Source: an optimization exercise on an open RTL-to-GDS flow (aim: small area, a short achievable clock period and few clock cycles per item). Production flows keep margins and buffers that such runs may drop. In this exercise RTL edits were held to simulation tests only and were not proved equivalent to the original. No driver is modelled on the clock port, so clocking that relies on it looks cheaper here than on a real chip. Power and IR drop assume default switching activity.

==> module lru_block_cache_directory, before the edit <==
module lru_block_cache_directory (
    input  wire logic                          i_clk,
    input  wire logic                          i_rst_n,
    input  wire logic                          i_in_valid,
    output logic                               o_in_stall,
    input  wire logic [lrud_pkg::KIND_W-1:0]   i_kind,
    input  wire logic [lrud_pkg::BLOCK_W-1:0]  i_block_number,
    input  wire logic                          i_insert_dirty,
    output logic                               o_out_valid,
    input  wire logic                          i_out_stall,
    output logic                               o_hit,
    output logic      [lrud_pkg::OWAY_W-1:0]   o_way,
    output logic                               o_evicted,
    output logic      [lrud_pkg::BLOCK_W-1:0]  o_evicted_block,
    output logic                               o_evicted_dirty,
    output logic      [lrud_pkg::TOTAL_W-1:0]  o_hit_total,
    output logic      [lrud_pkg::TOTAL_W-1:0]  o_miss_total,
    input  wire logic                          psel,
    input  wire logic                          penable,
    input  wire logic                          pwrite,
    input  wire logic [lrud_pkg::ADDR_W-1:0]   paddr,
    input  wire logic [lrud_pkg::DATA_W-1:0]   pwdata,
    output logic      [lrud_pkg::DATA_W-1:0]   prdata,
    output logic                               pready
);
    logic                         r0_valid;
    lrud_pkg::t_req               r0_req, in_req;
    logic                         o0_valid, o1_valid;
    logic                         r_in_stall;
    logic                         proc;
    logic                         r0_free;
    logic                         in_acc;
    logic                         o0_load;
    logic                         n_r0_valid, n_o0_valid, n_o1_valid;
    logic [lrud_pkg::WAY_W-1:0]   last_way;
    typedef struct packed {
        logic                         hit;
        logic [lrud_pkg::OWAY_W-1:0]  way;
        logic                         evicted;
        logic [lrud_pkg::BLOCK_W-1:0] evicted_block;
        logic                         evicted_dirty;
        logic                         inc_hit;
        logic                         inc_miss;
    } t_beat;
    t_beat                        d_res, o0, o1, o0_in;
    logic [lrud_pkg::TOTAL_W-1:0] r_hit_total, r_miss_total;
    assign in_req.kind         = i_kind;
    assign in_req.block_number = i_block_number;
    assign in_req.insert_dirty = i_insert_dirty;
    assign proc       = r0_valid && !o1_valid;
    assign r0_free    = !r0_valid || !o1_valid;
    assign in_acc     = i_in_valid && !r_in_stall;
    assign o0_load    = !o0_valid || !i_out_stall;
    assign o_in_stall = r_in_stall;
    always_comb begin
        n_r0_valid = r0_free ? in_acc : r0_valid;
        n_o0_valid = o0_load ? (o1_valid || proc) : o0_valid;
        n_o1_valid = o0_load ? 1'b0 : (o1_valid || proc);
    end
    always_ff @(posedge i_clk) begin
        if (!i_rst_n) begin
            r0_valid   <= 1'b0;
            o0_valid   <= 1'b0;
            o1_valid   <= 1'b0;
            r_in_stall <= 1'b0;
        end else begin
            r0_valid   <= n_r0_valid;
            o0_valid   <= n_o0_valid;
            o1_valid   <= n_o1_valid;
            r_in_stall <= n_r0_valid && n_o1_valid;
        end
    end
    always_comb begin
        o0_in = o1_valid ? o1 : d_res;
        if (!(o1_valid || proc)) begin
            o0_in.inc_hit  = 1'b0;
            o0_in.inc_miss = 1'b0;
        end
    end
    always_ff @(posedge i_clk) begin
        if (r0_free) begin
            r0_req <= in_req;
        end
        if (!o1_valid) begin
            o1 <= d_res;
        end
        if (o0_load) begin
            o0 <= o0_in;
        end
    end
    logic                         hit_en, miss_en;
    logic [lrud_pkg::TOTAL_W-1:0] n_hit_total, n_miss_total;
    assign hit_en  = (o0_load && o0_in.inc_hit) || !i_rst_n;
    assign miss_en = (o0_load && o0_in.inc_miss) || !i_rst_n;
    always_comb begin
        n_hit_total  = r_hit_total;
        n_miss_total = r_miss_total;
        if (r_hit_total != '1) begin
            n_hit_total = r_hit_total + lrud_pkg::TOTAL_W'(1);
        end
        if (r_miss_total != '1) begin
            n_miss_total = r_miss_total + lrud_pkg::TOTAL_W'(1);
        end
        n_hit_total  = n_hit_total & {lrud_pkg::TOTAL_W{i_rst_n}};
        n_miss_total = n_miss_total & {lrud_pkg::TOTAL_W{i_rst_n}};
    end
    always_ff @(posedge i_clk) begin
        if (hit_en) begin
            r_hit_total <= n_hit_total;
        end
        if (miss_en) begin
            r_miss_total <= n_miss_total;
        end
    end
    lrud_cfg u_cfg (
        .i_clk         (i_clk),
        .i_rst_n       (i_rst_n),
        .psel          (psel),
        .penable       (penable),
        .pwrite        (pwrite),
        .paddr         (paddr),
        .pwdata        (pwdata),
        .prdata        (prdata),
        .pready        (pready),
        .o_ways_in_use (),
        .o_last_way    (last_way)
    );
    lrud_dir u_dir (
        .i_clk           (i_clk),
        .i_rst_n         (i_rst_n),
        .i_req_valid     (proc),
        .i_req           (r0_req),
        .i_last_way      (last_way),
        .o_hit           (d_res.hit),
        .o_way           (d_res.way),
        .o_evicted       (d_res.evicted),
        .o_evicted_block (d_res.evicted_block),
        .o_evicted_dirty (d_res.evicted_dirty),
        .o_inc_hit       (d_res.inc_hit),
        .o_inc_miss      (d_res.inc_miss)
    );
    assign o_out_valid     = o0_valid;
    assign o_hit           = o0.hit;
    assign o_way           = o0.way;
    assign o_evicted       = o0.evicted;
    assign o_evicted_block = o0.evicted_block;
    assign o_evicted_dirty = o0.evicted_dirty;
    assign o_hit_total     = r_hit_total;
    assign o_miss_total    = r_miss_total;
endmodule
clock: 13.0 ns
lec_check: 0
cap_margin: 20
core_margin: 2
core_utilization: 60
cts_cluster_diameter: 80
cts_cluster_size: 20
slew_margin: 20
tns_end_percent: 5
standard.sh (not shown) runs the stock make flow with config.mk's settings and CLKGATE_MAP_FILE= SYNTH_SCRIPT=/design/flow/synth_recipe.tcl, a recipe that flattens the netlist after the stock synthesis.
==> flow/flow/run.sh <==
#!/bin/bash
# Layout flow: the standard ORFS flow (standard.sh) with
#  - port buffers of buf_2 instead of the default choice, a slow delay buffer;
set -euo pipefail
export FLOW_CLOCK_PORT=i_clk
bash standard.sh \
    "BUFFER_PORTS_ARGS=-buffer_cell sky130_fd_sc_hd__buf_2" \
    SETUP_SLACK_MARGIN=9.5 \
    "PRE_CTS_TCL=$PWD/flow/cts_hook.tcl" \
    finish > flow_make.log 2>&1
Other scripts of this flow, unchanged in this note and not shown: flow/flow/cts_hook.tcl
Testbench counts at the start, summed over its fixed seeds: cycles 16,016, items 16,000.
Next try:
--- a/flow/design.v
+++ b/flow/design.v
@@ -297,38 +297,29 @@
         if (r0_free) begin
             r0_req <= in_req;
         end
         if (!o1_valid) begin
             o1 <= d_res;
         end
-        if (o0_load) begin
+        if (!i_rst_n) begin
+            o0 <= '0;
+        end else if (o0_load) begin
             o0 <= o0_in;
         end
     end
-    logic                         hit_en, miss_en;
-    logic [lrud_pkg::TOTAL_W-1:0] n_hit_total, n_miss_total;
-    assign hit_en  = (o0_load && o0_in.inc_hit) || !i_rst_n;
-    assign miss_en = (o0_load && o0_in.inc_miss) || !i_rst_n;
-    always_comb begin
-        n_hit_total  = r_hit_total;
-        n_miss_total = r_miss_total;
-        if (r_hit_total != '1) begin
-            n_hit_total = r_hit_total + lrud_pkg::TOTAL_W'(1);
-        end
-        if (r_miss_total != '1) begin
-            n_miss_total = r_miss_total + lrud_pkg::TOTAL_W'(1);
-        end
-        n_hit_total  = n_hit_total & {lrud_pkg::TOTAL_W{i_rst_n}};
-        n_miss_total = n_miss_total & {lrud_pkg::TOTAL_W{i_rst_n}};
-    end
     always_ff @(posedge i_clk) begin
-        if (hit_en) begin
-            r_hit_total <= n_hit_total;
-        end
-        if (miss_en) begin
-            r_miss_total <= n_miss_total;
+        if (!i_rst_n) begin
+            r_hit_total  <= '0;
+            r_miss_total <= '0;
+        end else begin
+            if (o0_load && o0_in.inc_hit && (r_hit_total != '1)) begin
+                r_hit_total <= r_hit_total + lrud_pkg::TOTAL_W'(1);
+            end
+            if (o0_load && o0_in.inc_miss && (r_miss_total != '1)) begin
+                r_miss_total <= r_miss_total + lrud_pkg::TOTAL_W'(1);
+            end
         end
     end
     lrud_cfg u_cfg (
         .i_clk         (i_clk),
         .i_rst_n       (i_rst_n),
         .psel          (psel),
After rerunning:
- routed wire length went down by about 2.5%
- worst setup slack improved by 0.0073 ns
- cell area went up by about 1%
- power went down by about 2.7%
- core utilization went up by 0.84 points
Testbench counts after the change, summed over its fixed seeds: cycles 16,016, items 16,000.

[separate check: timing with driven ports]
No port has a modelled driver above. Below, the same layouts with a new extraction and two added sets of constraints. Step 1 assumes that a clkbuf_16 drives the clock port and a buf_2 every other input. Step 2 moves the port delays by t, midway between the first and last clock arrival at a register: inputs arrive t later, outputs are due t later. That takes back most of the time a late clock gives input paths. Three values: ideal ports, drivers, drivers and shift; two values: the first two.
run	t, ns	setup slack, ns	worst setup path after step 2	worst register clock-pin slew, ns	cell pins on the clock port's net
the first run	0.461	9.353 / 9.275 / 9.089	input to register	0.09 / 0.09	4
the second run	0.460	9.360 / 9.285 / 8.983	input to register	0.09 / 0.09	4
After both steps setup and hold are still met in every run listed. The setup slack of the second run, which loses most, moves by -0.075 ns with the drivers and by -0.377 ns with both steps.
